Background: an optimization exercise with open tools, aiming at small area, a short achievable clock period and few clock cycles per item. Do not read the settings as production practice. Only simulation tests tie the RTL to the original design; equivalence was not proved. No activity file was given, so power comes from the tool's default toggle rates.

--- design/flow/design.v ---
package mexp_pkg;
	localparam int OPERAND_WIDTH = 32;
	localparam int FIELD_W = 32;
	localparam int CNT_W = $clog2(OPERAND_WIDTH);
	typedef logic [OPERAND_WIDTH-1:0] operand_t;
	typedef logic [OPERAND_WIDTH:0] wide_t;
	typedef logic [CNT_W-1:0] bit_cnt_t;
	localparam operand_t MODULUS_RESET = OPERAND_WIDTH'(2);
	localparam bit_cnt_t BIT_CNT_MAX = CNT_W'(OPERAND_WIDTH - 1);
	typedef struct packed {
		logic load;
		logic reduce;
		logic lane_clr;
		logic dbl;
		logic add;
		logic red_done;
		logic step_done;
		logic result_load;
	} mexp_cmd_t;
	typedef struct packed {
		logic m_small;
		logic exp_zero;
		logic exp_last;
	} mexp_sts_t;
	function automatic operand_t mod_fold(wide_t s, operand_t m);
		wide_t mw;
		wide_t d;
		mw = {1'b0, m};
		d = s - mw;
		if (s >= mw) begin
			mod_fold = d[OPERAND_WIDTH-1:0];
		end else begin
			mod_fold = s[OPERAND_WIDTH-1:0];
		end
	endfunction
endpackage
module mexp_lane
(
	input logic clk,
	input mexp_pkg::mexp_cmd_t cmd,
	input mexp_pkg::operand_t a,
	input mexp_pkg::operand_t m,
	input logic bbit,
	output mexp_pkg::operand_t sum
);
	mexp_pkg::operand_t r_q;
	mexp_pkg::operand_t dbl_val;
	mexp_pkg::operand_t add_val;
	always_comb begin
		dbl_val = mexp_pkg::mod_fold({r_q, 1'b0}, m);
		add_val = bbit ? mexp_pkg::mod_fold({1'b0, r_q} + {1'b0, a}, m) : r_q;
	end
	assign sum = add_val;
	always_ff @(posedge clk) begin
		if (cmd.lane_clr) begin
			r_q <= '0;
		end else if (cmd.dbl) begin
			r_q <= dbl_val;
		end else if (cmd.add) begin
			r_q <= add_val;
		end
	end
endmodule
module mexp_datapath
(
	input logic clk,
	input logic arst_n,
	input mexp_pkg::mexp_cmd_t cmd,
	output mexp_pkg::mexp_sts_t sts,
	input logic cfg_we,
	input logic [mexp_pkg::FIELD_W-1:0] cfg_data,
	input logic [mexp_pkg::FIELD_W-1:0] message,
	input logic [mexp_pkg::FIELD_W-1:0] exponent,
	output logic [mexp_pkg::FIELD_W-1:0] power_mod
);
	mexp_pkg::operand_t m_q;
	mexp_pkg::operand_t acc_q;
	mexp_pkg::operand_t base_q;
	mexp_pkg::operand_t b_q;
	mexp_pkg::operand_t exp_q;
	mexp_pkg::operand_t res_q;
	mexp_pkg::operand_t acc_sum;
	mexp_pkg::operand_t base_sum;
	mexp_pkg::operand_t base_a;
	always_ff @(posedge clk or negedge arst_n) begin
		if (!arst_n) begin
			m_q <= mexp_pkg::MODULUS_RESET;
		end else if (cfg_we) begin
			m_q <= cfg_data[mexp_pkg::OPERAND_WIDTH-1:0];
		end
	end
	assign base_a = cmd.reduce ? 1 : base_q;
	mexp_lane u_acc_lane (
		.clk (clk),
		.cmd (cmd),
		.a (acc_q),
		.m (m_q),
		.bbit (b_q[mexp_pkg::OPERAND_WIDTH-1]),
		.sum (acc_sum)
	);
	mexp_lane u_base_lane (
		.clk (clk),
		.cmd (cmd),
		.a (base_a),
		.m (m_q),
		.bbit (b_q[mexp_pkg::OPERAND_WIDTH-1]),
		.sum (base_sum)
	);
	always_ff @(posedge clk) begin
		if (cmd.load) begin
			b_q <= message[mexp_pkg::OPERAND_WIDTH-1:0];
			exp_q <= exponent[mexp_pkg::OPERAND_WIDTH-1:0];
			acc_q <= 1;
		end else begin
			if (cmd.add) begin
				b_q <= b_q << 1;
			end
			if (cmd.red_done) begin
				base_q <= base_sum;
				b_q <= base_sum;
			end
			if (cmd.step_done) begin
				if (exp_q[0]) begin
					acc_q <= acc_sum;
				end
				base_q <= base_sum;
				b_q <= base_sum;
				exp_q <= exp_q >> 1;
			end
		end
		if (cmd.result_load) begin
			res_q <= sts.m_small ? '0 : acc_q;
		end
	end
	always_comb begin
		sts.m_small = (m_q >> 1) == '0;
		sts.exp_zero = exp_q == '0;
		sts.exp_last = (exp_q >> 1) == '0;
	end
	assign power_mod = res_q;
endmodule
module mexp_ctrl
(
	input logic clk,
	input logic arst_n,
	input logic in_valid,
	output logic in_ready,
	output logic out_valid,
	input logic out_ready,
	input mexp_pkg::mexp_sts_t sts,
	output mexp_pkg::mexp_cmd_t cmd
);
	typedef enum logic [1:0] {S_IDLE, S_DBL, S_ADD, S_FINISH} state_t;
	state_t state_q;
	logic reduce_q;
	mexp_pkg::bit_cnt_t cnt_q;
	logic out_valid_q;
	always_comb begin
		cmd = '0;
		cmd.reduce = reduce_q;
		unique case (state_q)
			S_IDLE: begin
				if (in_valid) begin
					cmd.load = 1'b1;
					cmd.lane_clr = 1'b1;
				end
			end
			S_DBL: begin
				cmd.dbl = 1'b1;
			end
			S_ADD: begin
				cmd.add = 1'b1;
				if (cnt_q == '0) begin
					cmd.lane_clr = 1'b1;
					cmd.red_done = reduce_q;
					cmd.step_done = !reduce_q;
				end
			end
			S_FINISH: begin
				cmd.result_load = !out_valid_q || out_ready;
			end
			default: begin
				cmd = '0;
			end
		endcase
	end
	always_ff @(posedge clk or negedge arst_n) begin
		if (!arst_n) begin
			state_q <= S_IDLE;
			reduce_q <= 1'b0;
			cnt_q <= '0;
			out_valid_q <= 1'b0;
		end else begin
			if (cmd.result_load) begin
				out_valid_q <= 1'b1;
			end else if (out_ready) begin
				out_valid_q <= 1'b0;
			end
			unique case (state_q)
				S_IDLE: begin
					if (in_valid) begin
						cnt_q <= mexp_pkg::BIT_CNT_MAX;
						reduce_q <= 1'b1;
						state_q <= sts.m_small ? S_FINISH : S_DBL;
					end
				end
				S_DBL: begin
					state_q <= S_ADD;
				end
				S_ADD: begin
					if (cnt_q != '0) begin
						cnt_q <= cnt_q - 1;
						state_q <= S_DBL;
					end else begin
						cnt_q <= mexp_pkg::BIT_CNT_MAX;
						reduce_q <= 1'b0;
						if (reduce_q ? sts.exp_zero : sts.exp_last) begin
							state_q <= S_FINISH;
						end else begin
							state_q <= S_DBL;
						end
					end
				end
				S_FINISH: begin
					if (cmd.result_load) begin
						state_q <= S_IDLE;
					end
				end
				default: begin
					state_q <= S_IDLE;
				end
			endcase
		end
	end
	assign in_ready = state_q == S_IDLE;
	assign out_valid = out_valid_q;
endmodule
module modular_exponentiation_core
(
	input logic clk,
	input logic arst_n,
	input logic cfg_valid,
	output logic cfg_ready,
	input logic [mexp_pkg::FIELD_W-1:0] cfg_modulus,
	input logic req_valid,
	output logic req_ready,
	input logic [mexp_pkg::FIELD_W-1:0] req_message,
	input logic [mexp_pkg::FIELD_W-1:0] req_exponent,
	output logic rsp_valid,
	input logic rsp_ready,
	output logic [mexp_pkg::FIELD_W-1:0] rsp_power_mod
);
	mexp_pkg::mexp_cmd_t cmd;
	mexp_pkg::mexp_sts_t sts;
	assign cfg_ready = 1'b1;
	mexp_ctrl u_ctrl (
		.clk (clk),
		.arst_n (arst_n),
		.in_valid (req_valid),
		.in_ready (req_ready),
		.out_valid (rsp_valid),
		.out_ready (rsp_ready),
		.sts (sts),
		.cmd (cmd)
	);
	mexp_datapath u_datapath (
		.clk (clk),
		.arst_n (arst_n),
		.cmd (cmd),
		.sts (sts),
		.cfg_we (cfg_valid),
		.cfg_data (cfg_modulus),
		.message (req_message),
		.exponent (req_exponent),
		.power_mod (rsp_power_mod)
	);
endmodule
--- design/flow/run.sh ---
#!/bin/bash
# synth_recipe.tcl (not shown) runs the flow's synth.tcl, then flattens the netlist and writes it again
# the make line also repeats each setting of config.mk as NAME=value (left out here)
make -C /OpenROAD-flow-scripts/flow DESIGN_CONFIG=/design/flow/config.mk WORK_HOME=/design/flow/orfs CLKGATE_MAP_FILE= SYNTH_SCRIPT=/design/flow/synth_recipe.tcl finish
--- design/flow/config.mk ---
export PLATFORM = sky130hd
export DESIGN_NAME = modular_exponentiation_core
export DESIGN_NICKNAME = modular_exponentiation_core
export VERILOG_FILES = /design/flow/design.v
export SDC_FILE = /design/flow/constraint.sdc
export NUM_CORES = 4
export LEC_CHECK = 0
export CAP_MARGIN = 20
export CORE_MARGIN = 2
export CORE_UTILIZATION = 40
export SLEW_MARGIN = 20
--- design/flow/constraint.sdc ---
create_clock -name core_clock -period 8.0 [get_ports {clk}]
set_input_delay 1.6000 -clock core_clock [delete_from_list [all_inputs] [get_ports {clk}]]
set_output_delay 1.6000 -clock core_clock [all_outputs]
set_load 0.01 [all_outputs]
==> flow_summary_export.csv <==
group,metric,value,unit
floorplanning,pin_count,136,
clocking,cts_tree,"done",
clocking,ctsRootBufferMaster,"clkbuf_16",
sta,whs,0.472,ns
clocking,cts_setup_buffers,0,
synthesis,synth.top_cell.area_share,17.0,%
clocking,cts_hold_buffers,0,
routing,first_iter_violations,1749,
setup_path,cp.arrival,7.15,ns
sta,setup_violations,0,
sta,finalMaxSlewViolations,0,
routing,drc_errors,0,
synthesis,yosys_register_bits,265,
finish,drive_gt1_share,5.27,%
floorplanning,rows,87,
global_route,antenna_found_initial,0,
finish,final_cells,3661,
global_route,grt_max_degree,73,
finish,antennaDiodeCount,0,
synthesis,syn_avg_cell_area,8.12,um2
placed_design,dpl_cell_area,24700,um2
finish,design_area,26000,um2
finish,final_cell_mix,"369 x nand2_1, 290 x a21oi_1, 239 x nor2_1, 198 x ha_1, 181 x o21ai_0",
finish,nNetsFinal,3184,
clocking,htreeDepth,2,
sta,maxSlewHeadroom,32.5,%
finish,syn_to_final_growth,14.9,%
synthesis,netlist_area,22600,um2
setup_path,startpoint_type,"register",
clocking,post_cts_resize_count,0,
sta,finalClockSkew,0.0304,ns
floorplanning,dieArea,58500,um2
synthesis,synth_nets,3090,
global_route,overflow,0,
placed_design,place_congestion,0.998,
clocking,cts_made_buffers,35,
placed_design,dp_hpwl,56400,um
synthesis,async_reset_ff_share,15.5,%
setup_path,worstPathRequired,8.29,ns
sta,period_minus_slack,6.85,ns
setup_path,cpMaxStageDelayCell,"or4_4",
setup_path,slowest_delay,0.59,ns
floorplanning,core_area,56200,um2
min_path,worstHoldPathType,"register to register",
routing,vias_per_cell,5.80,
setup_path,cp_common_cell,"a21o_1",
synthesis,yosysUniqueCellTypes,91,
synthesis,ys.flop_type,"edfxtp_1",
global_route,grt_pass1_vias,20200,
clocking,clock_latency,0.56,ns
routing,vias,21243,
synthesis,synthCells,2785,
routing,wl,74500,um
power,leakage,11.1,nW
sta,fmax,0.146,GHz
synthesis,synth_area_leaders,"edfxtp_1 17%, ha_1 11%, dfxtp_1 8.5%",
setup_path,worstPathCellList,"buf_4, nor2b_1, ha_1, a21oi_1, o221ai_1, a221oi_2, or4_4, a31o_2, o21ai_0, a21oi_1, xnor2_1, ha_1, a21o_1, a21o_1, a21o_1, nor2_1, or4b_4, a32oi_2, nor3b_4, buf_4, mux2_2, mux2_2, nor2_1, o21ai_0",
setup_path,cp-end-kind,"register",
placed_design,numPortBuffers,134,
routing,avgRoutedWirePerCell,20.4,um
floorplanning,die_w,242,um
run,cap_violations,0,
synthesis,yosys_warnings,3,
synthesis,seq_area_frac_synth,30.0,%
clocking,path_clk_slew,0.06,ns
sta,fin_setup_tns,0,ns
power,irDropWorstVdd,0.223,mV
routing,postRouteAntennaNets,0,
placed_design,dp.cells,3597,
setup_path,path_class,"register to register",
sta,worst_pin_slew,0.987,ns
power,power.total,10.5,mW
sta,finalHoldViolCount,0,
floorplanning,initial_core_util,40.3,%
finish,final_common_cell,"nand2_1",
global_route,groute.usage.overall,24.8,%
synthesis,synth_top_area_cell,"edfxtp_1",
routing,firstDrtPassIters,5,
power,power.density,406,nW/um2
global_route,grt_pass1_wl,115000,um
clocking,clockBufferDepth,3,
clocking,cts_num_sinks,265,
sta,finalCritPeriodShare,85.7,%
setup_path,crit_family,"compound AO/OA/AOI/OAI gates",
sta,rsz0062_at_grt,"false",
setup_path,crit_buf_inv,2,
floorplanning,die_y,242,um
setup_path,worst-path-max-fanout,37,
status,outcome,"timing/DRC/antenna clean",
synthesis,synth_edf_count,128,
[worst paths after layout]
path | startpoint | to | slack [ns] | cells past startpoint
worst max-delay path | u_ctrl.reduce_q | u_datapath.b_q[2] | 1.15 | 24
worst max register to register | u_ctrl.reduce_q | u_datapath.b_q[2] | 1.15 | 24
worst min register to register | u_datapath.acc_q[26] | u_datapath.acc_q[26] | 0.47 | 2
min in group asynchronous | arst_n | u_datapath.m_q[10] | 1.20 | 1
worst min-delay path | u_datapath.acc_q[26] | u_datapath.acc_q[26] | 0.47 | 2
max in group asynchronous | arst_n | u_ctrl.cnt_q[0] | 6.13 | 1
[routing by layer]
metal | global-route usage (%) | vias up | part of all wire [%]
met5 | 0 | - | 0
met4 | 8.48 | 0 | 3.5
met3 | 3.54 | 110 | 6.8
met2 | 39.3 | 738 | 44
met1 | 34.4 | 10015 | 46
li1 | - | 10380 | -
[metrics by stage]
step | setup slack [ns] | utilization, %
after floorplan | 1.96 | -
after global placement | 1.40 | 44.0
after detailed placement | 1.25 | 44.0
after CTS | 1.19 | 46.2
after global routing | 0.778 | 46.3
final | 1.15 | 46.3
[power by group]
part           leakage [nW]  internal (mW)  switching (mW)
Clock                 0.610           1.10           0.639
Combinational          8.06           2.51            4.06
Sequential             2.47           1.91           0.327
[Yosys cell counts, types with 40 or more instances]
cell / n
a21o_1: 83
a21oi_1: 290
clkbuf_1: 91
dfrtp_1: 40
dfxtp_1: 96
edfxtp_1: 128
ha_1: 198
inv_1: 101
mux2i_1: 83
nand2_1: 371
nand3_1: 65
nor2_1: 242
nor2b_1: 92
nor3_1: 47
o21ai_0: 184
xnor2_1: 96
xor2_1: 56
[area by class of cell]
class	instances	area, um2
Fill cell	5527	30200
Inverter	102	383
Sequential cell	265	6790
Clock inverter	17	265
Multi-Input combinational cell	2309	15000
Clock buffer	46	990
Timing Repair Buffer	166	1590
Tap cell	756	946
[flip-flops by register name (all words and copies together) (netlist names), 2 cells and up]
name / count
u_datapath.acc_q: 32
u_ctrl.cnt_q: 5
u_datapath.base_q: 32
u_ctrl.state_q: 2
u_datapath.b_q: 32
u_datapath.exp_q: 32
u_datapath.res_q: 32
u_datapath.m_q: 32
u_datapath.u_base_lane.r_q: 32
u_datapath.u_acc_lane.r_q: 32
[worst reg2reg max path: stages (launching register included)]
cell and delay, ns:
dfrtp_1 0.35, buf_4 0.36, nor2b_1 0.12, ha_1 0.36, a21oi_1 0.14, o221ai_1 0.30
a221oi_2 0.15, or4_4 0.59, a31o_2 0.26, o21ai_0 0.16, a21oi_1 0.10, xnor2_1 0.26
ha_1 0.36, a21o_1 0.24, a21o_1 0.18, a21o_1 0.18, nor2_1 0.08, or4b_4 0.48
a32oi_2 0.24, nor3b_4 0.21, buf_4 0.50, mux2_2 0.46, mux2_2 0.29, nor2_1 0.13
o21ai_0 0.10
[logic make-up after synthesis]
group / synth area share (%)
simple gates: 20.2
compound gates: 24.2
flops: 30.0
buf+inv: 3.79
fa+ha+maj: 11.5
xor+xnor: 5.89
mux: 4.37
other cells: 0.0166
Testbench counts, summed over its fixed seeds: cycles 393,088, items 192.

==> static timing again, ports no longer ideal <==
In the flow no input, the clock included, has a driving cell. The finished layout below was timed again as built, in two steps. Step 1 (the two cells are an assumption about what drives the block):
set clk [get_ports {clk}]
set_driving_cell -lib_cell sky130_fd_sc_hd__clkbuf_16 $clk
set_driving_cell -lib_cell sky130_fd_sc_hd__buf_2 [delete_from_list [all_inputs] $clk]
Step 2 times the ports against the registers' clock, not the clock port: input delays grow and output delays shrink by t, the midpoint of the rising clock arrivals with the driver on. Three values: no drivers, after step 1, after step 2; two values: the first two.
shift t [ns]: 0.607
setup slack, ns: 1.146 / 1.146 / 1.146
cell pins on the clock port's net: 1
After both steps this run still meets setup and hold. For this run, drivers alone change the setup slack by 0.000 ns; drivers and shift together by 0.000 ns.
